Background: an optimization exercise with open tools, aiming at small area and a short achievable clock period. Do not read the settings as production practice.
At most, simulation tests tie the RTL to the original design; equivalence was not proved.
Power figures rest on the tool's default switching activity, not on a simulated workload.

## scratchpad_mem
module scratchpad_mem (
  input  logic                            clk,
  input  logic                            rst_n,
  input  logic                            ld_addr_valid,
  output logic                            ld_addr_ready,
  input  logic [2+16-1:0] ld_addr_data,
  output logic                            ld_data_valid,
  input  logic                            ld_data_ready,
  output logic [2+32-1:0] ld_data_data,
  output logic                            ld_done_valid,
  input  logic                            ld_done_ready,
  output logic [2-1:0]            ld_done_data,
  input  logic                            st_addr_valid,
  output logic                            st_addr_ready,
  input  logic [2+16-1:0] st_addr_data,
  input  logic                            st_data_valid,
  output logic                            st_data_ready,
  input  logic [2+32-1:0] st_data_data,
  output logic                            st_done_valid,
  input  logic                            st_done_ready,
  output logic [2-1:0]            st_done_data,
  output logic                            error_valid,
  output logic [15:0]                     error_code
);
make LEC_CHECK=0 CAP_MARGIN=20 CORE_MARGIN=2 CORE_UTILIZATION=40 CTS_BUF_LIST=sky130_fd_sc_hd__clkbuf_8 CTS_CLUSTER_DIAMETER=60 CTS_CLUSTER_SIZE=16 SETUP_SLACK_MARGIN=2.0 SLEW_MARGIN=20 SYNTH_HIERARCHICAL=1 finish   # period 5.5 ns
run.sh (not shown) runs the stock make flow with config.mk's settings and CLKGATE_MAP_FILE= SYNTH_SCRIPT=/design/flow/synth_recipe.tcl, a recipe that flattens the netlist after the stock synthesis.
The first run passed the timing, DRC and antenna checks.
==> next run, changes <==
--- a/flow/config.mk
+++ b/flow/config.mk
@@ -13,3 +13,3 @@
 export CTS_CLUSTER_SIZE = 16
-export SETUP_SLACK_MARGIN = 2.0
+export SETUP_SLACK_MARGIN = 1.2
 export SLEW_MARGIN = 20
The new run ran to the end with no violations.
Register-to-register slack loses 620 ps.
Routed wire length goes down by 1.1%.
Hold slack is worse by 7.8 ps.
Worst setup slack improved by 6.0 ps.
Count of clock-buffer cells in the layout went up by 2.
Global-route usage came out lower by 0.14 points.
Cell area went down by 3.5%.
Non-clock buffer count falls by 128.
Maximum frequency stays flat.
Area after synthesis does not change.

========
scratchpad_mem again, from the RTL that the note above started with.
## scratchpad_mem
module scratchpad_mem (
  input  logic                            clk,
  input  logic                            rst_n,
  input  logic                            ld_addr_valid,
  output logic                            ld_addr_ready,
  input  logic [2+16-1:0] ld_addr_data,
  output logic                            ld_data_valid,
  input  logic                            ld_data_ready,
  output logic [2+32-1:0] ld_data_data,
  output logic                            ld_done_valid,
  input  logic                            ld_done_ready,
  output logic [2-1:0]            ld_done_data,
  input  logic                            st_addr_valid,
  output logic                            st_addr_ready,
  input  logic [2+16-1:0] st_addr_data,
  input  logic                            st_data_valid,
  output logic                            st_data_ready,
  input  logic [2+32-1:0] st_data_data,
  output logic                            st_done_valid,
  input  logic                            st_done_ready,
  output logic [2-1:0]            st_done_data,
  output logic                            error_valid,
  output logic [15:0]                     error_code
);
clock: 5.5 ns
lec_check: 0
cap_margin: 20
core_margin: 2
core_utilization: 40
cts_buf_list: sky130_fd_sc_hd__clkbuf_8
cts_cluster_diameter: 60
cts_cluster_size: 16
setup_slack_margin: 1.1
slew_margin: 20
synth_hierarchical: 1
Edit:
CORE_UTILIZATION = 50   (was 40)
SETUP_SLACK_MARGIN = 1.2   (was 1.1)
The new run finished clean.
Worst setup slack improves by 0.084 ns.
Routed wire length came out lower by 3.5%.
Clock skew came out lower by 0.029 ns.
Clock power came out higher by about 0.6%.
Core utilization came out higher by 12 points.
Power stays flat.
Flip-flop and latch count is unchanged.
Maximum frequency came out higher by 1.9%.
First-iteration DRC count came out lower by 2.8%.
Edit:
CORE_UTILIZATION = 40   (was 50)
SETUP_SLACK_MARGIN = 1.5   (was 1.2)
Result: The new run produced a clean layout; utilization went down by 11 points; first-iteration DRC count went down by 2.6%; sequential power is about the same.

========
The RTL this note starts from:
==> flow/design.v <==
`timescale 1ns/10ps
module store_lane_queue (
  input  logic                             clk,
  input  logic                             rst_n,
  input  logic                             addr_enq,
  input  logic [$clog2(64)-1:0] addr_idx,
  input  logic                             data_enq,
  input  logic [32-1:0]            data_elem,
  output logic                             addr_full,
  output logic                             data_full,
  output logic                             pair_req,
  output logic [$clog2(64)-1:0] head_idx,
  output logic [32-1:0]            head_elem,
  output logic                             deadlock_hit,
  input  logic                             pop
);
  localparam int IW = $clog2(64);
  logic [IW-1:0]         addr_q [4];
  logic [32-1:0] data_q [4];
  logic [1:0] addr_wp;
  logic [1:0] data_wp;
  logic [1:0] rp;
  logic [2:0] addr_cnt;
  logic [2:0] data_cnt;
  logic       addr_empty;
  logic       data_empty;
  logic [5:0] dl_cnt;
  always_ff @(posedge clk) begin
    for (int e = 0; e < 4; e++) begin
      if (addr_enq && addr_wp == 2'(e)) addr_q[e] <= addr_idx;
      if (data_enq && data_wp == 2'(e)) data_q[e] <= data_elem;
    end
  end
  always_ff @(posedge clk or negedge rst_n) begin
    if (!rst_n) begin
      addr_wp  <= '0;
      data_wp  <= '0;
      rp       <= '0;
      addr_cnt <= '0;
      data_cnt <= '0;
    end else begin
      if (addr_enq) addr_wp <= addr_wp + 2'd1;
      if (data_enq) data_wp <= data_wp + 2'd1;
      if (pop)      rp      <= rp + 2'd1;
      addr_cnt <= addr_cnt + 3'(addr_enq) - 3'(pop);
      data_cnt <= data_cnt + 3'(data_enq) - 3'(pop);
    end
  end
  assign addr_empty = (addr_cnt == '0);
  assign data_empty = (data_cnt == '0);
  assign addr_full  = addr_cnt[2];
  assign data_full  = data_cnt[2];
  assign pair_req   = !addr_empty && !data_empty;
  always_comb begin
    head_idx  = '0;
    head_elem = '0;
    for (int e = 0; e < 4; e++) begin
      head_idx  = head_idx  | (addr_q[e] & {IW{rp == 2'(e)}});
      head_elem = head_elem | (data_q[e] & {32{rp == 2'(e)}});
    end
  end
  always_ff @(posedge clk or negedge rst_n) begin
    if (!rst_n) begin
      dl_cnt <= '0;
    end else if (addr_empty ^ data_empty) begin
      if (!dl_cnt[5]) dl_cnt <= dl_cnt + 6'd1;
    end else begin
      dl_cnt <= '0;
    end
  end
  assign deadlock_hit = dl_cnt[5];
endmodule
`timescale 1ns/10ps
module scratchpad_array (
  input  logic                             clk,
  input  logic [64-1:0]         wr_oh,
  input  logic [32-1:0]            wr_elem,
  input  logic [$clog2(64)-1:0] rd_idx,
  output logic [32-1:0]            rd_elem
);
  logic [32-1:0] mem [64];
  logic [7:0]            rd_hi;
  logic [7:0]            rd_lo;
  always_ff @(posedge clk) begin
    for (int w = 0; w < 64; w++)
      if (wr_oh[w]) mem[w] <= wr_elem;
  end
  for (genvar i = 0; i < 8; i++) begin : g_dec
    assign rd_hi[i] = (rd_idx[5:3] == 3'(i));
    assign rd_lo[i] = (rd_idx[2:0] == 3'(i));
  end
  always_comb begin
    rd_elem = '0;
    for (int w = 0; w < 64; w++)
      rd_elem = rd_elem | (mem[w] & {32{rd_hi[w/8] & rd_lo[w%8]}});
  end
endmodule
`timescale 1ns/10ps
module error_latch (
  input  logic        clk,
  input  logic        rst_n,
  input  logic        tag_oob,
  input  logic        deadlock,
  output logic        error_valid,
  output logic [15:0] error_code
);
  logic [1:0] code;
  always_ff @(posedge clk or negedge rst_n) begin
    if (!rst_n) begin
      error_valid <= 1'b0;
      code        <= 2'd0;
    end else if (!error_valid && (tag_oob || deadlock)) begin
      error_valid <= 1'b1;
      code        <= tag_oob ? 2'd1 : 2'd2;
    end
  end
  assign error_code = {14'd0, code};
endmodule
`timescale 1ns/10ps
module scratchpad_mem (
  input  logic                            clk,
  input  logic                            rst_n,
  input  logic                            ld_addr_valid,
  output logic                            ld_addr_ready,
  input  logic [2+16-1:0] ld_addr_data,
  output logic                            ld_data_valid,
  input  logic                            ld_data_ready,
  output logic [2+32-1:0] ld_data_data,
  output logic                            ld_done_valid,
  input  logic                            ld_done_ready,
  output logic [2-1:0]            ld_done_data,
  input  logic                            st_addr_valid,
  output logic                            st_addr_ready,
  input  logic [2+16-1:0] st_addr_data,
  input  logic                            st_data_valid,
  output logic                            st_data_ready,
  input  logic [2+32-1:0] st_data_data,
  output logic                            st_done_valid,
  input  logic                            st_done_ready,
  output logic [2-1:0]            st_done_data,
  output logic                            error_valid,
  output logic [15:0]                     error_code
);
  localparam int IW = $clog2(64);
  localparam int NP = 3;
  localparam int EW = 32;
  logic [1:0]       ld_tag, sa_tag, sd_tag;
  logic             ld_ok, sa_ok, sd_ok;
  logic [NP-1:0]    addr_enq, data_enq, addr_full, data_full;
  logic [NP-1:0]    req, dl, pop, sel_oh;
  logic [IW-1:0]    head_idx  [NP];
  logic [EW-1:0]    head_elem [NP];
  logic [IW-1:0]    wr_idx;
  logic [EW-1:0]    wr_elem;
  logic [64-1:0] wr_oh;
  logic [EW-1:0]    rd_elem;
  assign ld_tag        = ld_addr_data[17:16];
  assign ld_ok         = !(ld_tag[1] && ld_tag[0]);
  assign ld_addr_ready = ld_ok && ld_data_ready && ld_done_ready;
  assign ld_data_valid = ld_addr_valid && ld_ok && ld_done_ready;
  assign ld_done_valid = ld_addr_valid && ld_ok && ld_data_ready;
  assign ld_data_data  = {ld_tag, rd_elem};
  assign ld_done_data  = ld_tag;
  assign sa_tag = st_addr_data[17:16];
  assign sd_tag = st_data_data[33:32];
  assign sa_ok  = !(sa_tag[1] && sa_tag[0]);
  assign sd_ok  = !(sd_tag[1] && sd_tag[0]);
  assign st_addr_ready = sa_ok && !addr_full[sa_tag];
  assign st_data_ready = sd_ok && !data_full[sd_tag];
  for (genvar i = 0; i < NP; i++) begin : g_lane
    assign addr_enq[i] = st_addr_valid && (sa_tag == 2'(i)) && !addr_full[i];
    assign data_enq[i] = st_data_valid && (sd_tag == 2'(i)) && !data_full[i];
    store_lane_queue lane_i (
      .clk, .rst_n,
      .addr_enq(addr_enq[i]), .addr_idx(st_addr_data[IW-1:0]),
      .data_enq(data_enq[i]), .data_elem(st_data_data[EW-1:0]),
      .addr_full(addr_full[i]), .data_full(data_full[i]),
      .pair_req(req[i]), .head_idx(head_idx[i]), .head_elem(head_elem[i]),
      .deadlock_hit(dl[i]), .pop(pop[i])
    );
  end
  assign sel_oh[0] = req[0];
  assign sel_oh[1] = req[1] && !req[0];
  assign sel_oh[2] = req[2] && !req[1] && !req[0];
  assign st_done_valid = |req;
  assign st_done_data  = {!req[0] && !req[1], !req[0] && req[1]};
  assign pop           = sel_oh & {NP{st_done_ready}};
  always_comb begin
    wr_idx  = '0;
    wr_elem = '0;
    for (int i = 0; i < NP; i++) begin
      wr_idx  = wr_idx  | (head_idx[i]  & {IW{sel_oh[i]}});
      wr_elem = wr_elem | (head_elem[i] & {EW{sel_oh[i]}});
    end
  end
  always_comb begin
    for (int w = 0; w < 64; w++)
      wr_oh[w] = st_done_ready && (|req) && (wr_idx == IW'(w));
  end
  scratchpad_array array_i (
    .clk, .wr_oh, .wr_elem, .rd_idx(ld_addr_data[IW-1:0]), .rd_elem
  );
  error_latch error_i (
    .clk, .rst_n,
    .tag_oob((ld_addr_valid && !ld_ok) || (st_addr_valid && !sa_ok) || (st_data_valid && !sd_ok)),
    .deadlock(|dl), .error_valid, .error_code
  );
endmodule
Settings: LEC_CHECK=0, CAP_MARGIN=20, CORE_MARGIN=2, CORE_UTILIZATION=40, SETUP_SLACK_MARGIN=1.5, SLEW_MARGIN=20; clock period 5.5 ns.
The baseline ran to the end with no violations.
Change:
SETUP_SLACK_MARGIN = not set   (was 1.5)
What happened: The changed run completed, yet does not pass: negative setup slack. First-iteration DRC count came out lower by 6.5%. Sequential power stays flat. Combinational power came out lower by about 4%. Cell area came out lower by 3.6%. Maximum frequency came out lower by 14%. Cell count came out lower by 2.4%. Synthesized area is unchanged.
Function was not checked in any run of this note: the RTL went through the layout flow alone.

========
RTL: one of the versions met above, not the one the previous note started from.
For scale: roughly 5500 cells after synthesis, ~2600 flip-flops, about 0.095 mm^2 of cells after synthesis.
clock: 5.5 ns
lec_check: 0
cap_margin: 20
core_margin: 2
core_utilization: 40
cts_buf_list: sky130_fd_sc_hd__clkbuf_8
cts_cluster_diameter: 60
cts_cluster_size: 16
setup_slack_margin: 1.0
slew_margin: 20
synth_hierarchical: 1
The starting point finished clean.
Change:
--- a/flow/config.mk
+++ b/flow/config.mk
@@ -12,5 +12,5 @@
 export CTS_CLUSTER_DIAMETER = 60
 export CTS_CLUSTER_SIZE = 16
-export SETUP_SLACK_MARGIN = 1.0
+export SETUP_SLACK_MARGIN = 1.3
 export SLEW_MARGIN = 20
 export SYNTH_HIERARCHICAL = 1
Outcome:
- final area grows by 2.8%
- routed wire length grows by 0.73%
- worst hold slack improves by 0.025 ns
Change:
--- a/flow/config.mk
+++ b/flow/config.mk
@@ -11,6 +11,6 @@
 export CTS_BUF_LIST = sky130_fd_sc_hd__clkbuf_8
 export CTS_CLUSTER_DIAMETER = 60
-export CTS_CLUSTER_SIZE = 16
-export SETUP_SLACK_MARGIN = 1.3
+export CTS_CLUSTER_SIZE = 18
+export SETUP_SLACK_MARGIN = 1.2
 export SLEW_MARGIN = 20
 export SYNTH_HIERARCHICAL = 1
After rerunning: The changed run produced a clean layout. Non-clock buffer count goes down by 76. Final cell count goes down by 0.64%. Fmax hardly moves. Cell area goes down by 1.8%. Total power goes down by 0.97%. Clock power goes down by 3.0%. Setup slack is about the same. Core utilization goes down by 0.83 points. Die area does not change. Routed wire length stays flat. Worst hold slack barely changes.
Change:
--- a/flow/config.mk
+++ b/flow/config.mk
@@ -11,6 +11,7 @@
 export CTS_BUF_LIST = sky130_fd_sc_hd__clkbuf_8
 export CTS_CLUSTER_DIAMETER = 60
-export CTS_CLUSTER_SIZE = 18
-export SETUP_SLACK_MARGIN = 1.2
+export CTS_CLUSTER_SIZE = 16
+export GPL_ROUTABILITY_DRIVEN = 0
+export SETUP_SLACK_MARGIN = 1.5
 export SLEW_MARGIN = 20
 export SYNTH_HIERARCHICAL = 1
The changed run completed with no timing, DRC or antenna violations.
Worst setup slack is worse by 0.0035 ns.
Synthesized area does not change.
Power went up slightly.
Cell count barely changes.
Sequential cell count stays the same.
Clock skew rose by 0.010 ns.
Utilization climbs by 0.53 points.
Register-to-register slack gains 0.30 ns.
Synthesized cell count stays the same.
Maximum frequency hardly moves.

========
Setup of main:
scratchpad_mem, a different RTL version from the one above (not shown whole).
Size in the first run: roughly 5,400 cells after synthesis, about 2,600 flip-flops, about 140 I/O pins, ~94,000 um2 of cells after synthesis.
make LEC_CHECK=0 CAP_MARGIN=20 CORE_MARGIN=2 CORE_UTILIZATION=40 CTS_BUF_LIST=sky130_fd_sc_hd__clkbuf_8 CTS_CLUSTER_DIAMETER=60 CTS_CLUSTER_SIZE=16 SETUP_SLACK_MARGIN=1.2 SLEW_MARGIN=20 SYNTH_HIERARCHICAL=1 finish   # period 5.5 ns
> inputs changed (main -> the feature branch)
-- flow/config.mk --
<<< main, line 14
export SETUP_SLACK_MARGIN = 1.2
>>> the feature branch, line 14
export SETUP_SLACK_MARGIN = 1.5
==> run notes <==
Final period utilization (higher): main. | number of gates on the worst path with buffers counted | the feature branch vs main | 3 higher |. Against main, total power in the feature branch rose slightly. Comparing the feature branch and main, the lower power dissipated in combinational cells was measured on main. Cells: the feature branch has more instances than main. The final layouts of the feature branch and main pass the timing, DRC and antenna checks. Design area for the feature branch: 750 um2 up relative to main. Sort the feature branch and main by worst setup slack asc -> top: main.

========
scratchpad_mem with an RTL version that a note above also has.
For scale: roughly 5500 cells after synthesis, roughly 2600 flip-flops, about 140 I/O pins, about 0.095 mm2 of cells after synthesis.
make LEC_CHECK=0 CAP_MARGIN=20 CORE_MARGIN=2 CORE_UTILIZATION=40 CTS_BUF_LIST=sky130_fd_sc_hd__clkbuf_8 CTS_CLUSTER_DIAMETER=60 CTS_CLUSTER_SIZE=16 PLACE_DENSITY=0.7 SETUP_SLACK_MARGIN=1.2 SLEW_MARGIN=20 SYNTH_HIERARCHICAL=1 finish   # period 5.5 ns
Edit:
SETUP_SLACK_MARGIN = 1.5   (was 1.2)
=>
- maximum frequency grows by 4.0%
- area after synthesis does not change
- critical path depth shrinks by 2

========
== branch maple ==
scratchpad_mem, a different RTL version from the one above (not shown whole).
Size in the first run: about 5300 cells after synthesis, about 2600 flip-flops, roughly 140 I/O pins, roughly 94000 um^2 of cells after synthesis.
Design scratchpad_mem, start of the top module:
module scratchpad_mem (
  input  logic                            clk,
  input  logic                            rst_n,
  input  logic                            ld_addr_valid,
  output logic                            ld_addr_ready,
  input  logic [2+16-1:0] ld_addr_data,
  output logic                            ld_data_valid,
  input  logic                            ld_data_ready,
  output logic [2+32-1:0] ld_data_data,
  output logic                            ld_done_valid,
  input  logic                            ld_done_ready,
  output logic [2-1:0]            ld_done_data,
  input  logic                            st_addr_valid,
  output logic                            st_addr_ready,
  input  logic [2+16-1:0] st_addr_data,
  input  logic                            st_data_valid,
  output logic                            st_data_ready,
  input  logic [2+32-1:0] st_data_data,
  output logic                            st_done_valid,
  input  logic                            st_done_ready,
  output logic [2-1:0]            st_done_data,
  output logic                            error_valid,
  output logic [15:0]                     error_code
);
Settings: LEC_CHECK=0, CAP_MARGIN=20, CORE_MARGIN=2, CORE_UTILIZATION=40, CTS_BUF_LIST=sky130_fd_sc_hd__clkbuf_16, CTS_CLUSTER_DIAMETER=80, CTS_CLUSTER_SIZE=30, SETUP_SLACK_MARGIN=1.5, SLEW_MARGIN=20, SYNTH_HIERARCHICAL=1; clock period 5.5 ns.
branch maple has completed all stages; timing, DRC and antenna checks passed.
diff inputs: branch maple => branch umber
- swapping 80 for 60 in CTS_CLUSTER_DIAMETER
- swapping 30 for 16 in CTS_CLUSTER_SIZE
- swapping sky130_fd_sc_hd__clkbuf_16 for sky130_fd_sc_hd__clkbuf_8 in CTS_BUF_LIST
branch umber: flow completed, timing, DRC and antenna clean. branch maple was larger in final cell area than branch umber. Changes observed in branch umber relative to branch maple: combinational power barely changed, maximum buffer depth of the clock tree barely changed, part of the total power dissipated in the clock network dropped 2.5 points. Routed via count divided by cell count | branch umber above branch maple. Relative to branch maple, final cycle utilization of the critical path has decreased by 0.28 points in branch umber.
Function was not checked in any run of this note: the RTL went through the layout flow alone.

[afterwards: timing with drivers on the ports]
The flow's constraints put no driver on any port. The routed layouts listed below were extracted and timed again, unchanged, in two steps.
Step 1, drivers: a clkbuf_16 drives clk and a buf_2 each remaining input, both assumed.
Step 2 also shifts input and output timing later by t, the mid clock arrival at the registers, as if the neighbouring blocks saw the same clock.
a / b / c = no drivers / after step 1 / after step 2; a / b = the first two.
| run | t (ns) | setup slack, ns | hold WS [ns] | worst setup path at the end | cell pins on the clock port's net |
|---|---|---|---|---|---|
| the first run of note 1 | 1.084 | 1.118 / 1.052 / 1.052 | 0.297 / 0.231 / 0.517 | input to output | 1 |
| the second run of note 1 | 1.040 | 1.124 / 1.069 / 1.069 | 0.290 / 0.227 / 0.513 | input to output | 1 |
| the first run of note 2 | 1.084 | 1.012 / 0.954 / 0.930 | 0.273 / 0.209 / 0.519 | input to register | 1 |
| the second run of note 2 | 1.046 | 1.096 / 1.036 / 1.036 | 0.298 / 0.245 / 0.512 | input to output | 1 |
| the third run of note 2 | 1.081 | 1.133 / 1.060 / 1.060 | 0.299 / 0.235 / 0.519 | input to output | 1 |
| the first run of note 3 | 0.939 | 0.663 / 0.595 / 0.595 | 0.381 / 0.316 / 0.501 | input to output | 1 |
| the second run of note 3 | 0.944 | -0.154 / -0.180 / -0.180 | 0.381 / 0.314 / 0.496 | input to output | 1 |
| the first run of note 4 | 1.082 | 0.854 / 0.820 / 0.820 | 0.273 / 0.218 / 0.511 | input to output | 1 |
| the second run of note 4 | 1.085 | 1.139 / 1.075 / 1.075 | 0.299 / 0.233 / 0.518 | input to output | 1 |
| the third run of note 4 | 1.055 | 1.136 / 1.081 / 1.081 | 0.299 / 0.235 / 0.517 | input to output | 1 |
| the fourth run of note 4 | 1.081 | 1.133 / 1.060 / 1.060 | 0.299 / 0.235 / 0.519 | input to output | 1 |
| main | 1.028 | 0.973 / 0.925 / 0.925 | 0.447 / 0.384 / 0.496 | input to output | 1 |
| the feature branch | 1.053 | 0.991 / 0.926 / 0.926 | 0.422 / 0.360 / 0.495 | input to output | 1 |
| the first run of note 6 | 1.075 | 0.919 / 0.859 / 0.859 | 0.300 / 0.240 / 0.519 | input to output | 1 |
| the second run of note 6 | 1.074 | 1.095 / 1.032 / 1.032 | 0.282 / 0.216 / 0.520 | input to output | 1 |
| branch maple | 0.875 | 0.989 / 0.922 / 0.922 | 0.495 / 0.433 / 0.513 | input to output | 1 |
| branch umber | 1.028 | 1.004 / 0.938 / 0.938 | 0.304 / 0.243 / 0.513 | input to output | 1 |
For the first run of note 2, which loses most, drivers alone change the setup slack by -0.058 ns; drivers and shift together by -0.082 ns.
